What follows belongs to an exercise in optimizing a design on an open flow for small area, a short achievable clock period and few clock cycles; a production flow would make more cautious choices. At most, simulation tests tie the RTL to the original design; equivalence was not proved. No activity file was given, so power comes from the tool's default toggle rates.

==> flow/design.v (excerpt) <==
module matrix_vector_multiply_top
(
    input  logic                 clk,
    input  logic                 rst_n,
    input  logic                 cfg_we,
    input  logic [CFG_IDX_W-1:0] cfg_index,
    input  logic [CFG_W-1:0]     cfg_data,
    input  logic                 in_valid,
    output logic                 in_ready,
    input  logic                 in_cmd,
    input  logic [VALUE_W-1:0]   in_value,
    output logic                 out_valid,
    input  logic                 out_ready,
    output logic [VALUE_W-1:0]   out_row_sum,
    output logic [ROW_W-1:0]     out_row_number,
    output logic                 out_last
);
Size in the first run: roughly 87 I/O pins.
==> flow/config.mk <==
export PLATFORM = sky130hd
export DESIGN_NAME = matrix_vector_multiply_top
export DESIGN_NICKNAME = matrix_vector_multiply_top
export VERILOG_FILES = /design/flow/design.v
export SDC_FILE = /design/flow/constraint.sdc
export NUM_CORES = 4
export LEC_CHECK = 0
export CAP_MARGIN = 20
export CORE_MARGIN = 2
export CORE_UTILIZATION = 45
export CTS_BUF_LIST = sky130_fd_sc_hd__clkbuf_16
export CTS_CLUSTER_DIAMETER = 50
export CTS_CLUSTER_SIZE = 28
export PLACE_DENSITY = 0.6
export SETUP_SLACK_MARGIN = 5
export SLEW_MARGIN = 20
==> flow/constraint.sdc <==
create_clock -name core_clock -period 9.0 [get_ports {clk}]
set_input_delay 1.8000 -clock core_clock [delete_from_list [all_inputs] [get_ports {clk}]]
set_output_delay 1.8000 -clock core_clock [all_outputs]
set_load 0.01 [all_outputs]
run.sh (not shown) runs the stock make flow with config.mk's settings and CLKGATE_MAP_FILE= SYNTH_SCRIPT=/design/flow/synth_recipe.tcl, a recipe that flattens the netlist after the stock synthesis.
The starting point finished with timing, DRC and antenna clean.
Then changed:
- CTS_BUF_LIST: sky130_fd_sc_hd__clkbuf_16 -> sky130_fd_sc_hd__clkbuf_8
- CTS_CLUSTER_DIAMETER: 50 -> 40
- CTS_CLUSTER_SIZE: 28 -> 18
Result: Via count goes up by 1.0%. Cell count came out higher by 2.1%. Design area climbs by 0.31%. Power is higher by 0.46%. Clock skew rose by 84 ps. Setup slack degrades by 21 ps. Hold slack is worse by 36 ps.
Function was not checked in any run of this note: the RTL went through the layout flow alone.

---

matrix_vector_multiply_top, a different RTL version from the one above (not shown whole).
Size in the first run: ~8200 cells after synthesis, ~2600 flip-flops, about 87 I/O pins.
clock: 9.0 ns
lec_check: 0
abc_clock_period_in_ps: 3000
cap_margin: 20
core_margin: 2
core_utilization: 45
place_density: 0.6
setup_slack_margin: 5
slew_margin: 20
The starting point finished with timing, DRC and antenna clean.
Rerun with:
ABC_CLOCK_PERIOD_IN_PS = unset   (was 3000)
SETUP_SLACK_MARGIN = unset   (was 5)
The new run produced a clean layout.
Sequential cell count stays the same.
Worst setup slack gets worse by 1.6 ns.
Utilization drops by 2.8 points.
Non-clock buffer count came out lower by 260.
Total power shrinks by 20%.
Die area stays the same.
Final area shrinks by 5.2%.
Clock skew stays flat.
No functional check of the RTL was part of any run of this note.

---

== cedar ==
matrix_vector_multiply_top, a different RTL version from the one above (not shown whole).
Size: roughly 8300 cells after synthesis, roughly 2600 flip-flops, ~87 I/O pins.
export LEC_CHECK = 0
export CAP_MARGIN = 20
export CORE_MARGIN = 2
export CORE_UTILIZATION = 45
export CTS_BUF_LIST = sky130_fd_sc_hd__clkbuf_16
export CTS_CLUSTER_DIAMETER = 50
export CTS_CLUSTER_SIZE = 28
export PLACE_DENSITY = 0.6
export SETUP_SLACK_MARGIN = 5
export SLEW_MARGIN = 20
create_clock -name core_clock -period 9.0 [get_ports {clk}]
Testbench counts of cedar, summed over its fixed seeds: cycles 167,194.
#### Input delta (oak over cedar)
==> flow/flow/run.sh (new file) <==
#!/bin/bash
set -euo pipefail
bash standard.sh SETUP_SLACK_MARGIN=5.6 finish > make.log 2>&1
==> flow/standard.sh (new file) <==
#!/bin/bash
# synth_recipe.tcl (not shown) runs the flow's synth.tcl, then flattens the netlist and writes it again
# the make line also repeats each setting of config.mk as NAME=value (left out here)
make -C /OpenROAD-flow-scripts/flow DESIGN_CONFIG=/design/flow/config.mk WORK_HOME=/design/flow/orfs CLKGATE_MAP_FILE= SYNTH_SCRIPT=/design/flow/synth_recipe.tcl "${@:-finish}"
removed: flow/run.sh
[summary]
- Per the final summary, oak finished and its layout is clean on timing, DRC and antenna.
- Comparing oak and cedar, the lower final wirelength is on cedar.
- oak vs. cedar: first-iteration DRC count rose by 940; worst vdd rail ir drop fell by 0.021 mV.
- oak vs cedar: final routed wire length divided by cell count up slightly
- Critical path arrival in oak is 0.17 ns below cedar.
- Of oak and cedar, the run reporting the lower total power after layout was cedar.

---

matrix_vector_multiply_top, a different RTL version from the one above (not shown whole).
For scale: about 8300 cells after synthesis, roughly 2700 flip-flops, roughly 87 I/O pins, roughly 100000 um2 of cells after synthesis.
Design matrix_vector_multiply_top, start of the top module:
module matrix_vector_multiply_top
(
    input  logic                 clk,
    input  logic                 rst_n,
    input  logic                 cfg_we,
    input  logic [CFG_IDX_W-1:0] cfg_index,
    input  logic [CFG_W-1:0]     cfg_data,
    input  logic                 in_valid,
    output logic                 in_ready,
    input  logic                 in_cmd,
    input  logic [VALUE_W-1:0]   in_value,
    output logic                 out_valid,
    input  logic                 out_ready,
    output logic [VALUE_W-1:0]   out_row_sum,
    output logic [ROW_W-1:0]     out_row_number,
    output logic                 out_last
);
export LEC_CHECK = 0
export CAP_MARGIN = 20
export CORE_MARGIN = 2
export CORE_UTILIZATION = 60
export CTS_BUF_LIST = sky130_fd_sc_hd__clkbuf_16
export CTS_CLUSTER_DIAMETER = 80
export CTS_CLUSTER_SIZE = 30
export PLACE_DENSITY = 0.75
export SETUP_SLACK_MARGIN = 5
export SLEW_MARGIN = 20
create_clock -name core_clock -period 9.0 [get_ports {clk}]
standard.sh (not shown) runs the stock make flow with config.mk's settings and CLKGATE_MAP_FILE= SYNTH_SCRIPT=/design/flow/synth_recipe.tcl, a recipe that flattens the netlist after the stock synthesis.
==> flow/flow/run.sh <==
#!/bin/bash
set -euo pipefail
bash standard.sh SETUP_SLACK_MARGIN=5.5 finish > make.log 2>&1
The baseline passed the timing, DRC and antenna checks.
Testbench counts at the start, summed over its fixed seeds: cycles 167,971.
Rerun with:
==> flow/flow/run.sh (replaced) <==
#!/bin/bash
set -euo pipefail
bash standard.sh SETUP_SLACK_MARGIN=5.7 finish > make.log 2>&1
Result: The new run completed with no timing, DRC or antenna violations; design area climbs by 2.2%; worst setup slack loses 0.031 ns; clock-buffer cell count drops by 2; wire length climbs by 5.5%; final cell count climbs by 0.87%; area after synthesis is unchanged; critical path depth climbs by 3; total power climbs by 1.4%.

==> re-timing with driven ports <==
No port has a modelled driver above. Below, the same layouts with a new extraction and two added sets of constraints. Step 1 sets driving cells, clkbuf_16 on the clock port and buf_2 on the other inputs (assumed; they add their load-dependent delay and slew). Step 2 also shifts input and output timing later by t, the mid clock arrival at the registers, as if the neighbouring blocks saw the same clock. a / b / c = ideal ports / drivers / drivers and shift; a / b = the first two.
run	shift t [ns]	setup WS [ns]	worst hold slack (ns)	slew at the worst register clock pin (ns)
the first run of note 1	0.987	5.152 / 5.152 / 4.414	0.302 / 0.302 / 0.302	0.10 / 0.10
the second run of note 1	1.185	5.131 / 5.070 / 4.383	0.266 / 0.266 / 0.266	0.11 / 0.11
the first run of note 2	0.987	4.187 / 4.187 / 4.187	0.287 / 0.287 / 0.287	0.07 / 0.07
the second run of note 2	0.986	2.606 / 2.606 / 2.606	0.280 / 0.280 / 0.280	0.07 / 0.07
cedar	0.961	5.101 / 5.101 / 4.436	0.325 / 0.325 / 0.325	0.10 / 0.10
oak	0.960	5.277 / 5.277 / 4.828	0.306 / 0.306 / 0.306	0.10 / 0.10
the first run of note 4	0.883	5.406 / 5.406 / 4.815	0.313 / 0.313 / 0.313	0.12 / 0.12
the second run of note 4	0.908	5.375 / 5.375 / 4.877	0.305 / 0.305 / 0.305	0.12 / 0.12
After both steps setup and hold are still met in every run listed. For the second run of note 1, which loses most, drivers alone change the setup slack by -0.061 ns; drivers and shift together by -0.748 ns.
